Source: an optimization exercise on an open RTL-to-GDS flow (aim: small area, a short achievable clock period and few clock cycles). Production flows keep margins and buffers that such runs may drop. Function was checked by simulation only, so behaviour that the tests miss may differ from the original. Power and IR drop assume default switching activity.

==> flow/design.v (outline; a module is shown in full before it is edited, if it fits) <==
// module rnn_cell_engine: 978 lines
module rnn_cell_engine #(
    parameter int HID  = 64,
    parameter int XW   = 32,
    parameter int DW   = 20,
    parameter int FRAC = 16,
    parameter int ACC  = 44,
    parameter int AW   = 17
) (
    input  logic          clk,
    input  logic          reset,
    input  logic          ready,
    input  logic          act_mode,
    input  logic [XW-1:0] idata,
    input  logic [DW-1:0] mdata_r,
    output logic          busy,
    output logic          done,
    output logic          i_en,
    output logic          mce,
    output logic [2:0]    msel,
    output logic [AW-1:0] maddr,
    output logic [DW-1:0] mdata_w
);
  // ...
==> flow/flow/run.sh <==
#!/bin/bash
# The standard ORFS layout (bash standard.sh), with changes only to how it is optimised;
# the design, the 14 ns clock period and the I/O constraints are unchanged:
#  - repair_timing aims for a setup slack of SETUP_SLACK_MARGIN ns instead of 0, so it keeps
#    improving the critical paths below the 14 ns period;
#  - the port buffers are buf_2 cells instead of the delay buffer buffer_ports picks;
#  - clock tree synthesis clusters up to 30 sinks within 50 um per leaf buffer and inserts
#    no dummy loads.
# make's full output goes to make_finish.log; ORFS keeps each step's log under orfs/logs/.
set -euo pipefail
bash standard.sh SETUP_SLACK_MARGIN=10 \
  "BUFFER_PORTS_ARGS=-buffer_cell sky130_fd_sc_hd__buf_2" \
  "CTS_ARGS=-sink_clustering_enable -repair_clock_nets -dont_use_dummy_load -sink_clustering_size 30 -sink_clustering_max_diameter 50" \
  finish > make_finish.log 2>&1
==> flow/standard.sh <==
#!/bin/bash
# synth_recipe.tcl (not shown) runs the flow's synth.tcl, then flattens the netlist and writes it again
# the make line also repeats each setting of config.mk as NAME=value (left out here)
make -C /OpenROAD-flow-scripts/flow DESIGN_CONFIG=/design/flow/config.mk WORK_HOME=/design/flow/orfs CLKGATE_MAP_FILE= SYNTH_SCRIPT=/design/flow/synth_recipe.tcl "${@:-finish}"
==> flow/config.mk <==
export PLATFORM = sky130hd
export DESIGN_NAME = rnn_cell_engine
export DESIGN_NICKNAME = rnn_cell_engine
export VERILOG_FILES = /design/flow/design.v
export SDC_FILE = /design/flow/constraint.sdc
export NUM_CORES = 4
export LEC_CHECK = 0
export CAP_MARGIN = 20
export CORE_MARGIN = 2
export CORE_UTILIZATION = 40
export SLEW_MARGIN = 20
==> flow/constraint.sdc <==
create_clock -name core_clock -period 14.0 [get_ports {clk}]
set_input_delay 2.8000 -clock core_clock [delete_from_list [all_inputs] [get_ports {clk}]]
set_output_delay 2.8000 -clock core_clock [all_outputs]
set_load 0.01 [all_outputs]
==> results.toml, run 1 <==
[outcome]
status = "complete, no violations"

[floorplanning]
nWellTaps = 2464
coreArea_um2 = 183500

[global_route]
grt_pass1_wl_um = 195300
grt_max_degree = 86

[final_layout]
multiInputGateArea_um2 = 16700
areaGrowthSynthToFinish_pct = 10.23
nNetsFinal = 5889
final_util_pct = 44.44
num-nonclk-inverters = 319
fin_area_um2 = 81540

[yosys]
synthXorXnorAreaFrac_pct = 3.611
synth_ff_type = "dfxtp_1"
syn_area_um2 = 73980
synth_compound_area_share_pct = 3.780
synthSimpleGateAreaFrac_pct = 6.342
synth_nets = 5758

[sta]
finalHoldViolCount = 0
post-route-period-util_pct = 28.94

[clock_network]
numCtsBuffers = 164
clkSinkCount = 2696
cts_max_level = 4
postCtsSetupBuffers = 0

[setup_path]
start_kind = "flop"
critPathSlowestCell = "dfxtp_2"
worst_ep_required_time_ns = 11.20
crit_chain = "buf_6"
r2r-start = "bone_q[0]"

[placed_design]
dp_slack_ns = 9.728

[power_and_ir_drop]
total_power_mw = 13.51
p_clk_share_pct = 31.9
Testbench counts, summed over its fixed seeds: cycles 993,664.
==> run 2, diff against run 1 <==
--- a/flow/design.v
+++ b/flow/design.v
@@ -353,17 +353,17 @@
         d_q         <= mdata_r;
         for (int j = 0; j < 9; j++) begin
             logic b2, b1, b0;
             b2 = hsrc[2*j+1];
             b1 = hsrc[2*j];
             b0 = (j == 0) ? 1'b0 : hsrc[2*j-1];
             bneg_q[j] <= b2;
             bone_q[j] <= b1 ^ b0;
-            btwo_q[j] <= (b2 & ~b1 & ~b0) | (~b2 & b1 & b0);
+            btwo_q[j] <= (j == 8) ? 1'b0 : ((b2 & ~b1 & ~b0) | (~b2 & b1 & b0));
         end
     end
     logic [8:0][20:0] pp;
     always_comb begin
         for (int j = 0; j < 9; j++) begin
             pp[j] = (bone_q[j] ? {d_q[19], d_q} : (btwo_q[j] ? {d_q, 1'b0} : 21'd0))
                     ^ {21{bneg_q[j]}};
         end
==> run 2 against run 1 <==
Still clean. Via count shrank 1.1%. Worst hold slack lost 0.018 ns. Sequential cell count shrank 1. Clock power is essentially flat. Die area shrank 0.28%. Routed wire length grew 0.74%. Power shrank 2.5%. Clock-buffer cell count shrank 2. Register-to-register slack is essentially flat. Fmax shrank 1.2%.
==> results.toml, run 2 <==
[final_layout]
layout_common_cells = "dfxtp_1 (2507), nand2_1 (460), inv_1 (308), o21ai_0 (233), fa_1 (210)"
top_regs = "ring_a: 1152 flops, ring_b: 1152 flops"
drive_above_1_share_pct = 7.627
regArea_um2 = 55480
layout_commonest_cell = "dfxtp_1"
num_antenna_cells = 0
nNetsFinal = 5840
multiInputGateArea_um2 = 16550
fillCellCount = 16380
areaGrowthSynthToFinish_pct = 10.09
final_util_pct = 44.36

[setup_path]
r2r_setup_slack_ns = 10.16
start_kind = "flop"
path_buf_inv = 1
crit_family = "flip-flops"
critPathMaxStageDelay_ns = 0.35
arrival_ns = 1.30
worst_ep_required_time_ns = 11.20
path_max_fanout = 3
crit_chain = "buf_2"
critPathSlowestCell = "dfxtp_2"
path_class = "flop to output pin"
endpoint_kind = "output pin"

[sta]
worst_pin_slew_ns = 1.137
post-route-period-util_pct = 29.30
max-slew-margin-rel_pct = 24.07
rsz0062_at_grt = "true"
layout_setup_ws_ns = 9.898
finalClockSkew_ns = 0.1030
holdWs_ns = 0.2480
slew_viol_final = 0
setup_violations = 0
fmax_ghz = 0.2438
min_period_ns = 4.102
finalHoldViolCount = 0
fin_tns_setup_ns = 0

[global_route]
grt_max_degree = 86
track_usage_pct = 13.19
antenna_found_initial = 0
grt_pass1_vias = 34250
gr-total-overflow = 0
grt_pass1_wl_um = 193800

[detailed_routing]
drc = 0
vias_per_cell = 4.368
drt_wl_total_um = 122900
ant_nets = 0
vias = 34530
avgRoutedWirePerCell_um = 15.55
first_pass_iters = 5
drt_iter0_drc = 2104

[outcome]
status = "complete, no violations"

[yosys]
synth_enable_flop_cells = 147
syn_inst = 5312
yosysUniqueCellTypes = 82
syn_avg_cell_area_um2 = 13.89
seq_area_frac_synth_pct = 75.13
synth_seq_cells = 2695
synth_common_cells = "dfxtp_1 (2548), nand2_1 (460), inv_1 (308)"
synthArstFlopShare_pct = 0
synth_area_leader_cell = "dfxtp_1"
synth_ff_type = "dfxtp_1"
synth_most_common_cell = "dfxtp_1"
synth_nets = 5709
synth_area_leaders = "dfxtp_1 (69%), edfxtp_1 (6.0%), fa_1 (5.7%)"
synth_top_area_share_pct = 69.15
ys_warn_count = 1
syn_area_um2 = 73770

[power_and_ir_drop]
ir_worst_vdd_mv = 0.1329
power.density_nw_per_um2 = 162.2
total_power_mw = 13.17
cellLeakagePower_nw = 32.52

[clock_network]
numCtsBuffers = 162
clkSinkCount = 2695
clock_latency_ns = 0.83
cts_max_level = 4
clk_pin_slew_ns = 0.10
cts_tree = "done"
clockBufferDepth = 3
cts_root_buffer = "clkbuf_16"

[flow_run]
cap_violations = 0

[floorplanning]
die_h_um = 433.4
rows = 157
coreArea_um2 = 183100
ios = 100
die_w_um = 433.4
initial_core_util_pct = 40.29
dieArea_um2 = 187900

[placed_design]
dp_hpwl_um = 78490
gp_congestion = 0.8667
portBuffers = 99
dp_slack_ns = 9.695

[min_path]
hp-class = "flop to flop"
## run 2: timing repair
item	4_1_cts	5_1_grt
gates resized for setup	32	30
pin swaps	0	1
setup endpoints to repair	64	71
buffers inserted	0	5
hold buffers	0	0
## run 2: path summary, 6_finish.rpt
| kind | to | from | cells after the start |
|---|---|---|---|
| hold reg to reg | ring_a[368] | ring_a[386] | 0 |
| setup reg to reg | pop_q[4] | xrem_q[3] | 13 |
| hold / removal | ring_a[368] | ring_a[386] | 0 |
| setup / recovery | mdata_w[19] | wdat2_q[17] | 1 |
## run 2: through the flow
| step | cell area, um2 | cells |
|---|---|---|
| after floorplan | 73810 | 5312 |
| after global placement | 76970 | 7738 |
| after detailed placement | 76970 | 7738 |
| after CTS | 81100 | 7900 |
| after global routing | 81210 | 7905 |
| final | 81210 | 7905 |
## run 2: area by class of cell
cell class | instances | share of cell area (%)
clock buffers | 162 | 4.992
inverters | 309 | 1.428
multi-input cells | 2137 | 20.38
flip-flops and latches | 2695 | 68.31
well taps | 2464 | 3.796
repair buffers | 138 | 1.086
## run 2: report_power, final
part	total, mW	internal, mW	switching, mW
sequential	7.97	7.87	0.107
combinational	0.921	0.398	0.523
clock	4.28	2.04	2.24
## run 2: kinds of logic after synthesis
logic type                 after synthesis  synth area share, %
AOI/OAI and AO/OA                      451                3.660
xor gates and xnor gates               305                3.621
adders and majority gates              341                7.921
buffers and inverters                  480                2.468
DFF                                   2695                75.13
muxes                                   60               0.8854
and+or+nand+nor                        980                6.310
## run 2: metal layers
| metal | up-vias | GRT usage, % | part of all wire, % |
|---|---|---|---|
| li1 | 17060 | - | - |
| met4 | 0 | 4.655 | 3.0 |
| met1 | 16560 | 19.08 | 50 |
| met3 | 242 | 2.532 | 4.7 |
| met2 | 667 | 19.67 | 43 |
| met5 | - | 0 | 0 |
Testbench counts of run 2, summed over its fixed seeds: cycles 993,664.
==> run 3, diff against run 2 <==
--- a/flow/flow/run.sh
+++ b/flow/flow/run.sh
@@ -10,3 +10,3 @@
 set -euo pipefail
-bash standard.sh SETUP_SLACK_MARGIN=10 \
+bash standard.sh SETUP_SLACK_MARGIN=10 CORE_UTILIZATION=50 PLACE_DENSITY=0.65 \
   "BUFFER_PORTS_ARGS=-buffer_cell sky130_fd_sc_hd__buf_2" \
==> run 3 against run 2 <==
Still clean. Via count rose by 0.50%. Die area down 20%. Synthesized area stayed put. Fmax rose by 1.1%. Worst setup slack better by 0.044 ns. Sequential cell count unchanged. Final cell count down 6.9%. Global-route usage rose by 3.2 points. Clock skew fell by 0.0011 ns. Routed wire length fell by 0.14%. Non-clock buffer count increased by 1.
==> results.toml, run 3 <==
[outcome]
status = "complete, no violations"

[clock_network]
cts_tree = "done"
clkSinkCount = 2695
clock_latency_ns = 0.78
clk_pin_slew_ns = 0.10
postCtsHoldBufs = 0
numCtsBuffers = 160
clockBufferDepth = 3
cts_max_level = 4
cts_root_buffer = "clkbuf_16"

[yosys]
syn_area_um2 = 73770
synth_ff_type = "dfxtp_1"
synth_area_leaders = "dfxtp_1 (69%), edfxtp_1 (6.0%), fa_1 (5.7%)"
synth_area_leader_cell = "dfxtp_1"
seq_area_frac_synth_pct = 75.13
synthArstFlopShare_pct = 0
synth_seq_cells = 2695
syn_inst = 5312
yosysUniqueCellTypes = 82
synth_common_cells = "dfxtp_1 (2548), nand2_1 (460), inv_1 (308)"
synth_top_area_share_pct = 69.15
ys_warn_count = 1
syn_avg_cell_area_um2 = 13.89
synth_nets = 5709
synth_enable_flop_cells = 147
synth_most_common_cell = "dfxtp_1"

[power_and_ir_drop]
power.density_nw_per_um2 = 163.1
ir_worst_vdd_mv = 0.09877
cellLeakagePower_nw = 32.52
total_power_mw = 13.14

[detailed_routing]
vias_per_cell = 4.715
drc = 0
avgRoutedWirePerCell_um = 16.68
vias = 34700
drt_wl_total_um = 122700
drt_iter0_drc = 2089
first_pass_iters = 6
ant_nets = 0

[sta]
slew_viol_final = 0
fmax_ghz = 0.2464
holdWs_ns = 0.2586
worst_pin_slew_ns = 0.9302
finalClockSkew_ns = 0.1020
post-route-period-util_pct = 28.98
min_period_ns = 4.058
rsz0062_at_grt = "true"
max-slew-margin-rel_pct = 37.98
layout_setup_ws_ns = 9.942
setup_violations = 0
finalHoldViolCount = 0
fin_tns_setup_ns = 0

[floorplanning]
die_h_um = 388.1
initial_core_util_pct = 50.49
dieArea_um2 = 150600
ios = 100
rows = 140
die_w_um = 388.1
coreArea_um2 = 146100

[placed_design]
portBuffers = 99
gp_congestion = 0.8670
postPlaceCellArea_um2 = 76320
dp_hpwl_um = 79240
dp_slack_ns = 9.782

[setup_path]
critPathMaxStageDelay_ns = 0.39
endpoint_kind = "output pin"
path_buf_inv = 1
path_max_fanout = 1
path_class = "flop to output pin"
arrival_ns = 1.26
critPathSlowestCell = "dfxtp_4"
crit_family = "flip-flops"
worst_ep_required_time_ns = 11.20
start_kind = "flop"
crit_chain = "buf_6"

[global_route]
gr-total-overflow = 0
grt_max_degree = 86
antenna_found_initial = 6
grt_pass1_vias = 34720
track_usage_pct = 16.39
grt_pass1_wl_um = 194000

[final_layout]
nNetsFinal = 5839
drive_above_1_share_pct = 7.702
areaGrowthSynthToFinish_pct = 9.214
fin_area_um2 = 80560
fillCellCount = 11920
layout_common_cells = "dfxtp_1 (2504), nand2_1 (460), inv_1 (308), o21ai_0 (233), fa_1 (210)"
layout_commonest_cell = "dfxtp_1"
top_regs = "ring_a: 1152 flops, ring_b: 1152 flops"

[flow_run]
cap_violations = 0

[min_path]
hp-class = "flop to flop"
==> run 3: cell count changes in the layout (fill, tap and decap cells not counted), moves of 2 or more <==
cell,before,now
dfxtp_2,40,37
clkbuf_16,162,160
buf_2,84,77
dfxtp_4,1,7
dfxtp_1,2507,2504
buf_6,15,22
diode_2,0,2
==> run 3: repair_timing <==
item                                    in CTS  in global routing
buffers inserted                             0                  1
gates resized for setup                     37                 37
endpoints found under the setup margin      66                 71
==> run 3: layout make-up <==
type	instances	area (um2)	share of cell area (%)
multi-input combinational	2137	16570	20.56
timing repair buffer	139	933.4	1.159
inverter	309	1160	1.440
clock buffer	160	4004	4.970
tap	1917	2399	2.977
sequential	2695	55500	68.89
antenna	2	5.005	0.006212
==> run 3: layer usage <==
layer | global-route usage (%) | wire [um]
met1 | 25.09 | 62560
met2 | 22.87 | 49270
met5 | 0 | 22
met4 | 5.575 | 3406
met3 | 3.505 | 7466
==> run 3: logic make-up (layout without fill, tap and decap cells) <==
family	count (synthesis)	after routing	share of synthesized area (%)
flip-flops	2695	2695	75.13
AND/OR/NAND/NOR	980	980	6.310
buffers and inverters	480	608	2.468
AO/OA/AOI/OAI	451	451	3.660
adder cells (fa/ha/maj)	341	341	7.921
XOR/XNOR	305	305	3.621
multiplexers	60	60	0.8854
other	0	2	0
==> run 3: path summary, 6_finish.rpt <==
kind	startpoint	to	slack, ns	depth (start not counted)
max	ien_q	i_en	9.94	1
min	ring_a[270]	ring_a[252]	0.26	0
max reg2reg	xrem_q[7]	pop_q[4]	10.18	13
min reg2reg	ring_a[270]	ring_a[252]	0.26	0
==> run 3: stage by stage <==
stage,instances,util (%)
final,7359,55.15
after detailed placement,7196,52.24
after CTS,7356,55.05
after global routing,7357,55.14
after floorplan,5312,-
after global placement,7196,52.24
==> run 3: power breakdown <==
group          switching, mW  total [mW]  internal, mW  leakage, nW
sequential             0.103        7.97          7.86         21.8
combinational          0.539       0.941         0.403         8.70
clock                   2.21        4.23          2.02         1.97
total                   2.85        13.1          10.3         32.5
==> run 4, diff against run 3 <==
--- a/flow/flow/run.sh
+++ b/flow/flow/run.sh
@@ -6,2 +6,3 @@
 #  - the port buffers are buf_2 cells instead of the delay buffer buffer_ports picks;
+#  - the core is filled to 50% instead of 40%, placement density 0.65;
 #  - clock tree synthesis clusters up to 30 sinks within 50 um per leaf buffer and inserts
==> run 4 against run 3 <==
Still clean. First-iteration DRC count did not move. Final cell count did not move. Synthesized area did not move. Clock-buffer cell count did not move. Sequential power barely moved. Worst setup slack did not move. Cell area did not move. Clock skew did not move. Clock power barely moved. Synthesized cell count did not move. Sequential cell count did not move. Critical path type unchanged. Largest cell class unchanged.
==> results.toml, run 4 <==
[detailed_routing]
drc = 0
highest_layer = "met5"
vias_per_cell = 4.715
drt_wl_total_um = 122700
m1WireLength_um = 62560
first_pass_iters = 6
avgRoutedWirePerCell_um = 16.68
drt_iter0_drc = 2089
dr_wl_met3_um = 7466
ant_nets = 0
met2WireLength_um = 49270
vias = 34700

[yosys]
synth_enable_flop_cells = 147
synthArstFlopShare_pct = 0
yosysUniqueCellTypes = 82
seq_area_frac_synth_pct = 75.13
synth_area_leaders = "dfxtp_1 (69%), edfxtp_1 (6.0%), fa_1 (5.7%)"
synth_seq_cells = 2695
synth_most_common_cell = "dfxtp_1"
syn_inst = 5312
syn_avg_cell_area_um2 = 13.89
syn_area_um2 = 73770
ys_warn_count = 1
synth_ff_type = "dfxtp_1"
synth_nets = 5709
synth_top_area_share_pct = 69.15
synth_area_leader_cell = "dfxtp_1"
synth_common_cells = "dfxtp_1 (2548), nand2_1 (460), inv_1 (308)"

[sta]
max-slew-margin-rel_pct = 37.98
finalHoldViolCount = 0
fin_tns_setup_ns = 0
rsz0062_at_grt = "true"
setup_violations = 0
finalClockSkew_ns = 0.1020
slew_viol_final = 0
worst_pin_slew_ns = 0.9302
min_period_ns = 4.058
fmax_ghz = 0.2464
post-route-period-util_pct = 28.98

[final_layout]
finalNonFillerCells = 7359
layout_commonest_cell = "dfxtp_1"
top_regs = "ring_a: 1152 flops, ring_b: 1152 flops"
layout_common_cells = "dfxtp_1 (2504), nand2_1 (460), inv_1 (308), o21ai_0 (233), fa_1 (210)"
drive_above_1_share_pct = 7.702
fin_area_um2 = 80560
areaGrowthSynthToFinish_pct = 9.214
nNetsFinal = 5839

[setup_path]
reg2reg_to = "pop_q[4]"
critPathMaxStageDelay_ns = 0.39
endpoint_kind = "output pin"
crit_family = "flip-flops"
path_class = "flop to output pin"
arrival_ns = 1.26
worst_ep_required_time_ns = 11.20
path_buf_inv = 1
crit_cells = 1
r2r-start = "xrem_q[7]"
startpoint = "ien_q"
setup.worst_path.end = "i_en"
start_kind = "flop"
crit_chain = "buf_6"
r2r_setup_slack_ns = 10.18
path_max_fanout = 1
reg2regPathDepth = 13
critPathSlowestCell = "dfxtp_4"

[clock_network]
cts_tree = "done"
numCtsBuffers = 160
clock_latency_ns = 0.78
cts_root_buffer = "clkbuf_16"
clockBufferDepth = 3
clkSinkCount = 2695
cts_max_level = 4
clk_pin_slew_ns = 0.10

[min_path]
hp-class = "flop to flop"
worstHoldStart = "ring_a[270]"

[floorplanning]
die_w_um = 388.1
ios = 100
coreArea_um2 = 146100
dieArea_um2 = 150600
die_h_um = 388.1
rows = 140
initial_core_util_pct = 50.49

[global_route]
grt_pass1_vias = 34720
grt_max_degree = 86
gr-total-overflow = 0
grt_pass1_wl_um = 194000
track_usage_pct = 16.39
antenna_found_initial = 6

[power_and_ir_drop]
cellLeakagePower_nw = 32.52
ir_worst_vdd_mv = 0.09877
power.density_nw_per_um2 = 163.1

[placed_design]
gp_congestion = 0.8670
portBuffers = 99
dp_hpwl_um = 79240
place_inst = 7196
postPlaceCellArea_um2 = 76320

[flow_run]
cap_violations = 0

[outcome]
status = "complete, no violations"
run 4: worst min path at each step:
stage / endpoint / slack, ns / cells after the start
5_1_grt: ring_a[881] / 0.26 / 0
3_3_place_gp: ring_b[626] / 0.31 / 0
6_report: ring_a[252] / 0.26 / 0
2_1_floorplan: first3_q / 0.31 / 0
4_1_cts: ring_a[252] / 0.26 / 0
3_5_place_dp: ring_a[1027] / 0.31 / 0
run 4: per-layer routing:
layer,GRT usage [%],up-vias
li1,-,17060
met1,25.09,16610
met2,22.87,787
met3,3.505,243
met4,5.575,4
met5,0,-
run 4: area by class of cell:
cell class                 count  area, um2
antenna                        2      5.005
clock buffer                 160       4004
fill                       11920      65530
inverter                     309       1160
multi-input combinational   2137      16570
sequential                  2695      55500
tap                         1917       2399
timing repair buffer         139      933.4
run 4: timing repair:
| action | 4_1_cts | 5_1_grt |
|---|---|---|
| buffers inserted | 0 | 1 |
| setup endpoints to repair | 66 | 71 |
| resized for setup | 37 | 37 |
| hold buffers | 0 | 0 |
run 4: stage by stage:
step           setup WS (ns)  total power, mW  util [%]  hold WS (ns)
6_report               9.942            13.14     55.15        0.2586
5_1_grt                9.853            13.71     55.14        0.2642
3_5_place_dp           9.782            9.082     52.24        0.3121
3_3_place_gp           9.860            9.050     52.24        0.3096
2_1_floorplan          9.626            8.798         -        0.3096
4_1_cts                9.852            13.29     55.05        0.2590
run 4: power by group:
part	total (mW)	leakage [nW]	internal, mW	switching (mW)
Combinational	0.941	8.70	0.403	0.539
Clock	4.23	1.97	2.02	2.21
Sequential	7.97	21.8	7.86	0.103
run 4: cell families (layout without fill, tap and decap cells):
group           Yosys count  after routing  share of synthesized area, %
compound gates          451            451                         3.660
xor+xnor                305            305                         3.621
fa+ha+maj               341            341                         7.921
buf+inv                 480            608                         2.468
flops                  2695           2695                         75.13
mux                      60             60                        0.8854
other cells               0              2                             0
simple gates            980            980                         6.310

static timing again, ports no longer ideal:
The results above use ideal ports. As a check the final layouts listed here were re-extracted and re-timed, cells and wires unchanged.
Step 1, drivers: a clkbuf_16 drives clk and a buf_2 each remaining input, both assumed.
Step 2 also shifts input and output timing later by t, the mid clock arrival at the registers, as if the neighbouring blocks saw the same clock.
Three values: ideal ports, drivers, drivers and shift; two values: the first two.
| run | t, ns | setup WS [ns] | hold WS [ns] | worst register clock-pin slew, ns | pins driven straight from the clock port |
|---|---|---|---|---|---|
| run 1 | 0.855 | 9.949 / 9.866 / 10.153 | 0.266 / 0.266 / 0.266 | 0.11 / 0.11 | 1 |
| run 2 | 0.848 | 9.898 / 9.820 / 9.968 | 0.248 / 0.248 / 0.248 | 0.10 / 0.10 | 1 |
| run 3 | 0.828 | 9.942 / 9.864 / 9.911 | 0.259 / 0.259 / 0.259 | 0.10 / 0.10 | 1 |
| run 4 | 0.828 | 9.942 / 9.864 / 9.911 | 0.259 / 0.259 / 0.259 | 0.10 / 0.10 | 1 |
After both steps setup and hold are still met in every run listed.
